Source: an optimization exercise on an open RTL-to-GDS flow (aim: small area, a short achievable clock period and few clock cycles per item). Production flows keep margins and buffers that such runs may drop.
Function was checked by simulation only, so behaviour that the tests miss may differ from the original.

old:
// npu_requant
module npu_requant #(
  localparam int M_LEN  = 32,
  localparam int S_LEN  = 32,
  localparam int SH_LEN = 5
) (
  input  logic              clk_i,
  input  logic              rstn_i,
  input  logic              clear_i,
  input  logic [M_LEN-1:0]  acc_i,
  input  logic [S_LEN-1:0]  mult_i,
  input  logic [SH_LEN-1:0] shift_i,
  input  logic              valid_i,
  output logic              ready_o,
  output logic [M_LEN-1:0]  data_o,
  output logic              valid_o,
  input  logic              ready_i
);
Size in the first run: about 2,700 cells after synthesis, about 220 flip-flops, about 110 I/O pins, roughly 30,000 sq um of cells after synthesis.
Settings: LEC_CHECK=0, CAP_MARGIN=20, CORE_MARGIN=2, CORE_UTILIZATION=40, CTS_BUF_LIST=sky130_fd_sc_hd__clkbuf_4 sky130_fd_sc_hd__clkbuf_8, CTS_CLUSTER_SIZE=30, SETUP_SLACK_MARGIN=5, SLEW_MARGIN=20, SYNTH_HIERARCHICAL=1, SYNTH_MINIMUM_KEEP_SIZE=0; clock period 10.0 ns.
standard.sh (not shown) runs the stock make flow with config.mk's settings and CLKGATE_MAP_FILE= SYNTH_SCRIPT=/design/flow/synth_recipe.tcl, a recipe that flattens the netlist after the stock synthesis.
==> flow/flow/run.sh <==
#!/bin/bash
# The standard ORFS layout (standard.sh) with different repair settings:
#   SETUP_SLACK_MARGIN=5.6 "BUFFER_PORTS_ARGS=-buffer_cell sky130_fd_sc_hd__buf_1"
# All of the flow's output goes to standard.log; ORFS keeps each step's log under orfs/logs.
set -euo pipefail
bash standard.sh SETUP_SLACK_MARGIN=5.6 "BUFFER_PORTS_ARGS=-buffer_cell sky130_fd_sc_hd__buf_1" finish > standard.log 2>&1
Testbench counts of old, summed over its fixed seeds: cycles 8,012, items 8,000.
For new, these inputs were changed with respect to old:
--- a/flow/config.mk
+++ b/flow/config.mk
@@ -9,6 +9,4 @@
 export CORE_MARGIN = 2
 export CORE_UTILIZATION = 40
-export CTS_BUF_LIST = sky130_fd_sc_hd__clkbuf_4 sky130_fd_sc_hd__clkbuf_8
-export CTS_CLUSTER_SIZE = 30
 export SETUP_SLACK_MARGIN = 5
 export SLEW_MARGIN = 20
==> comparison <==
- new: flow completed, timing, DRC and antenna clean
- Delta (new minus old): fraction of the cycle the final worst path needs stayed essentially flat; critical path depth stayed essentially flat; clock skew rose by 0.015 ns.
- Buffer count excluding the clock tree in the final layout | new below old
- Diff old -> new | via count of the first global-routing pass | down slightly

run A:
Another version of the RTL of npu_requant (not shown whole).
For scale: roughly 2500 cells after synthesis, ~220 flip-flops, ~110 I/O pins.
==> flow/config.mk <==
export PLATFORM = sky130hd
export DESIGN_NAME = npu_requant
export DESIGN_NICKNAME = npu_requant
export VERILOG_FILES = /design/flow/design.v
export SDC_FILE = /design/flow/constraint.sdc
export NUM_CORES = 4
export LEC_CHECK = 0
export CAP_MARGIN = 10
export CORE_MARGIN = 2
export CORE_UTILIZATION = 50
export CTS_BUF_LIST = sky130_fd_sc_hd__clkbuf_8
export SETUP_SLACK_MARGIN = 5
export SLEW_MARGIN = 10
export SYNTH_HIERARCHICAL = 1
export SYNTH_MINIMUM_KEEP_SIZE = 0
==> flow/constraint.sdc <==
create_clock -name core_clock -period 10.0 [get_ports {clk_i}]
set_input_delay 2.0000 -clock core_clock [delete_from_list [all_inputs] [get_ports {clk_i}]]
set_output_delay 2.0000 -clock core_clock [all_outputs]
set_load 0.01 [all_outputs]
==> flow/flow/run.sh <==
#!/bin/bash
# The standard ORFS layout (standard.sh) with different repair settings:
#   SETUP_SLACK_MARGIN=5.6 "BUFFER_PORTS_ARGS=-buffer_cell sky130_fd_sc_hd__buf_1" "CTS_ARGS=-sink_clustering_enable -repair_clock_nets -buf_list sky130_fd_sc_hd__clkbuf_8 -dont_use_dummy_load" RECOVER_POWER=100
# All of the flow's output goes to standard.log; ORFS keeps each step's log under orfs/logs.
set -euo pipefail
bash standard.sh SETUP_SLACK_MARGIN=5.6 "BUFFER_PORTS_ARGS=-buffer_cell sky130_fd_sc_hd__buf_1" "CTS_ARGS=-sink_clustering_enable -repair_clock_nets -buf_list sky130_fd_sc_hd__clkbuf_8 -dont_use_dummy_load" RECOVER_POWER=100 finish > standard.log 2>&1
Run A: flow complete, layout not clean; failing: capacitance limit, slew limit
Testbench counts of run A, summed over its fixed seeds: cycles 8,012, items 8,000.
Input changes introduced in run B (baseline for comparison: run A):
- swapping 50 for 65 in CORE_UTILIZATION
- swapping 10 for 5 in CAP_MARGIN
- swapping 10 for 5 in SLEW_MARGIN
==> flow/flow/run.sh <==
#!/bin/bash
# The standard ORFS layout (standard.sh) with different repair settings:
#   SETUP_SLACK_MARGIN=5.7 SKIP_GATE_CLONING=1 "BUFFER_PORTS_ARGS=-buffer_cell sky130_fd_sc_hd__buf_1" "CTS_ARGS=-sink_clustering_enable -repair_clock_nets -buf_list sky130_fd_sc_hd__clkbuf_8 -dont_use_dummy_load -sink_clustering_size 12 -sink_clustering_max_diameter 100"
# All of the flow's output goes to standard.log; ORFS keeps each step's log under orfs/logs.
set -euo pipefail
bash standard.sh SETUP_SLACK_MARGIN=5.7 SKIP_GATE_CLONING=1 "BUFFER_PORTS_ARGS=-buffer_cell sky130_fd_sc_hd__buf_1" "CTS_ARGS=-sink_clustering_enable -repair_clock_nets -buf_list sky130_fd_sc_hd__clkbuf_8 -dont_use_dummy_load -sink_clustering_size 12 -sink_clustering_max_diameter 100" finish > standard.log 2>&1
Findings:
clkbuf_1 as the cell at the slowest stage of the critical path was reported by run A, and clkbuf_16 by run B.
In the metrics for run B and run A, the one carrying the higher total routing usage reported by global routing is run B.
The final layout from run B, which completed every stage, passed the timing, design-rule and antenna checks at the end of the flow.
Wire length was higher in run A than in run B.
Compared with run A, run B shows global-route wire length before repair lower by about 3%.
diff inputs: run B => run C
- setting TNS_END_PERCENT to 0 for the first time
- changing CORE_UTILIZATION from 65 to 60
==> flow/flow/run.sh <==
#!/bin/bash
# The standard ORFS layout (standard.sh) with different repair settings:
#   SETUP_SLACK_MARGIN=5.7 "BUFFER_PORTS_ARGS=-buffer_cell sky130_fd_sc_hd__buf_1" "CTS_ARGS=-sink_clustering_enable -repair_clock_nets -buf_list sky130_fd_sc_hd__clkbuf_8 -dont_use_dummy_load"
# All of the flow's output goes to standard.log; ORFS keeps each step's log under orfs/logs.
set -euo pipefail
bash standard.sh SETUP_SLACK_MARGIN=5.7 "BUFFER_PORTS_ARGS=-buffer_cell sky130_fd_sc_hd__buf_1" "CTS_ARGS=-sink_clustering_enable -repair_clock_nets -buf_list sky130_fd_sc_hd__clkbuf_8 -dont_use_dummy_load" finish > standard.log 2>&1
Critical path endpoint = ready_o: run B; critical path endpoint = b2_q[37]: run C. Cmp run C and run B / final-layout clock-cell area share / lower: run B.
Here is what was changed in the inputs of run D compared with run C.
- TNS_END_PERCENT no longer set, was 0
- CORE_UTILIZATION now 62, was 60
==> flow/flow/run.sh <==
#!/bin/bash
# The standard ORFS layout (standard.sh) with different repair settings:
#   SETUP_SLACK_MARGIN=5.7 "BUFFER_PORTS_ARGS=-buffer_cell sky130_fd_sc_hd__buf_1" "CTS_ARGS=-sink_clustering_enable -repair_clock_nets -buf_list sky130_fd_sc_hd__clkbuf_8 -dont_use_dummy_load -sink_clustering_size 12 -sink_clustering_max_diameter 100"
# All of the flow's output goes to standard.log; ORFS keeps each step's log under orfs/logs.
set -euo pipefail
bash standard.sh SETUP_SLACK_MARGIN=5.7 "BUFFER_PORTS_ARGS=-buffer_cell sky130_fd_sc_hd__buf_1" "CTS_ARGS=-sink_clustering_enable -repair_clock_nets -buf_list sky130_fd_sc_hd__clkbuf_8 -dont_use_dummy_load -sink_clustering_size 12 -sink_clustering_max_diameter 100" finish > standard.log 2>&1
## What came out
- The final setup slack of the worst path number comes out lower for run C vs run D.
- Worst-case hold slack in run D vs run C: up 0.019 ns
- Between run C and run D, the number of cells on the critical path is lower for run D.
- Run D closes out successfully: all stages finished, all timing, DRC and antenna checks passed.
- The post-detailed-routing wire length in run D sits 350 um below the value recorded for run C.
- When run D is measured against run C, its worst slack at placement turns out 1.00 ns lower.
Changes in run E relative to run D:
- CORE_UTILIZATION changed from 62 to 70
- PLACE_DENSITY newly set to 0.8
==> flow/flow/run.sh <==
#!/bin/bash
# The standard ORFS layout (standard.sh) with different repair settings:
#   SETUP_SLACK_MARGIN=5.7 "BUFFER_PORTS_ARGS=-buffer_cell sky130_fd_sc_hd__buf_1" "CTS_ARGS=-sink_clustering_enable -repair_clock_nets -buf_list sky130_fd_sc_hd__clkbuf_8 -dont_use_dummy_load"
# All of the flow's output goes to standard.log; ORFS keeps each step's log under orfs/logs.
set -euo pipefail
bash standard.sh SETUP_SLACK_MARGIN=5.7 "BUFFER_PORTS_ARGS=-buffer_cell sky130_fd_sc_hd__buf_1" "CTS_ARGS=-sink_clustering_enable -repair_clock_nets -buf_list sky130_fd_sc_hd__clkbuf_8 -dont_use_dummy_load" finish > standard.log 2>&1
| final sequential cell count | run D vs run E | ≈ equal |. For the initial antenna violation count, run E came in 1 lower than run D did. Going from run D to run E, worst path buffer plus inverter count higher; number of post-CTS setup repair buffers lower; area growth from synthesis to final layout higher. On placeable core region, run E does better than run D. Going from run D to run E, non-clock buffer count higher. Utilization was higher in run E than in run D.
> inputs changed (run E -> run F)
- GPL_TIMING_DRIVEN newly set to 0
- CORE_UTILIZATION changed from 70 to 60
- PLACE_DENSITY removed (was 0.8)
Notes after the runs:
For run E and run F, there was not a single run that failed to finish clean.
~same H-tree depth in run E and run F
Of run E and run F, the run reporting the higher placed instance area was run F.
The path length in cells of the critical path in run F was higher than what run E gave.
A launch point of the worst path of accn1_q[8] is what run F shows, while accn1_q[11] belongs to run E.
In run F relative to run E, non-clock buffer count had gone up by more than 100%.
Taking run F as 1.0, run E lands at 0.881 on area of all placed cells without fillers.
Final period utilization in run F is 5.7 points above run E.

re-timing with driven ports:
The results above use ideal ports. As a check the final layouts listed here were re-extracted and re-timed, cells and wires unchanged. Step 1: set_driving_cell puts a clkbuf_16 on clk_i and a buf_2 on each other input, an assumption about the parent block. Step 2 adds t to the input delays and takes it off the output delays; t is the mean of the earliest and latest rising clock arrival at the registers after step 1. Input paths then give back, and output paths get back, about the clock's delay inside the block. Three values: ideal ports, drivers, drivers and shift; two values: the first two.
run | t, ns | slack for setup (ns) | slew at the worst register clock pin (ns)
old | 0.649 | 5.609 / 5.565 / 5.565 | 0.07 / 0.07
new | 0.647 | 5.618 / 5.554 / 5.554 | 0.07 / 0.07
run A | 0.647 | 3.737 / 3.737 / 3.223 | 0.06 / 0.06
run B | 0.686 | 5.712 / 5.672 / 5.672 | 0.10 / 0.10
run C | 0.660 | 5.710 / 5.668 / 5.668 | 0.06 / 0.06
run D | 0.665 | 5.731 / 5.655 / 5.476 | 0.10 / 0.10
run E | 0.656 | 5.686 / 5.483 / 5.483 | 0.06 / 0.06
run F | 0.686 | 5.119 / 5.119 / 5.119 | 0.07 / 0.07
For run A, which loses most, drivers alone change the setup slack by 0.000 ns; drivers and shift together by -0.514 ns.
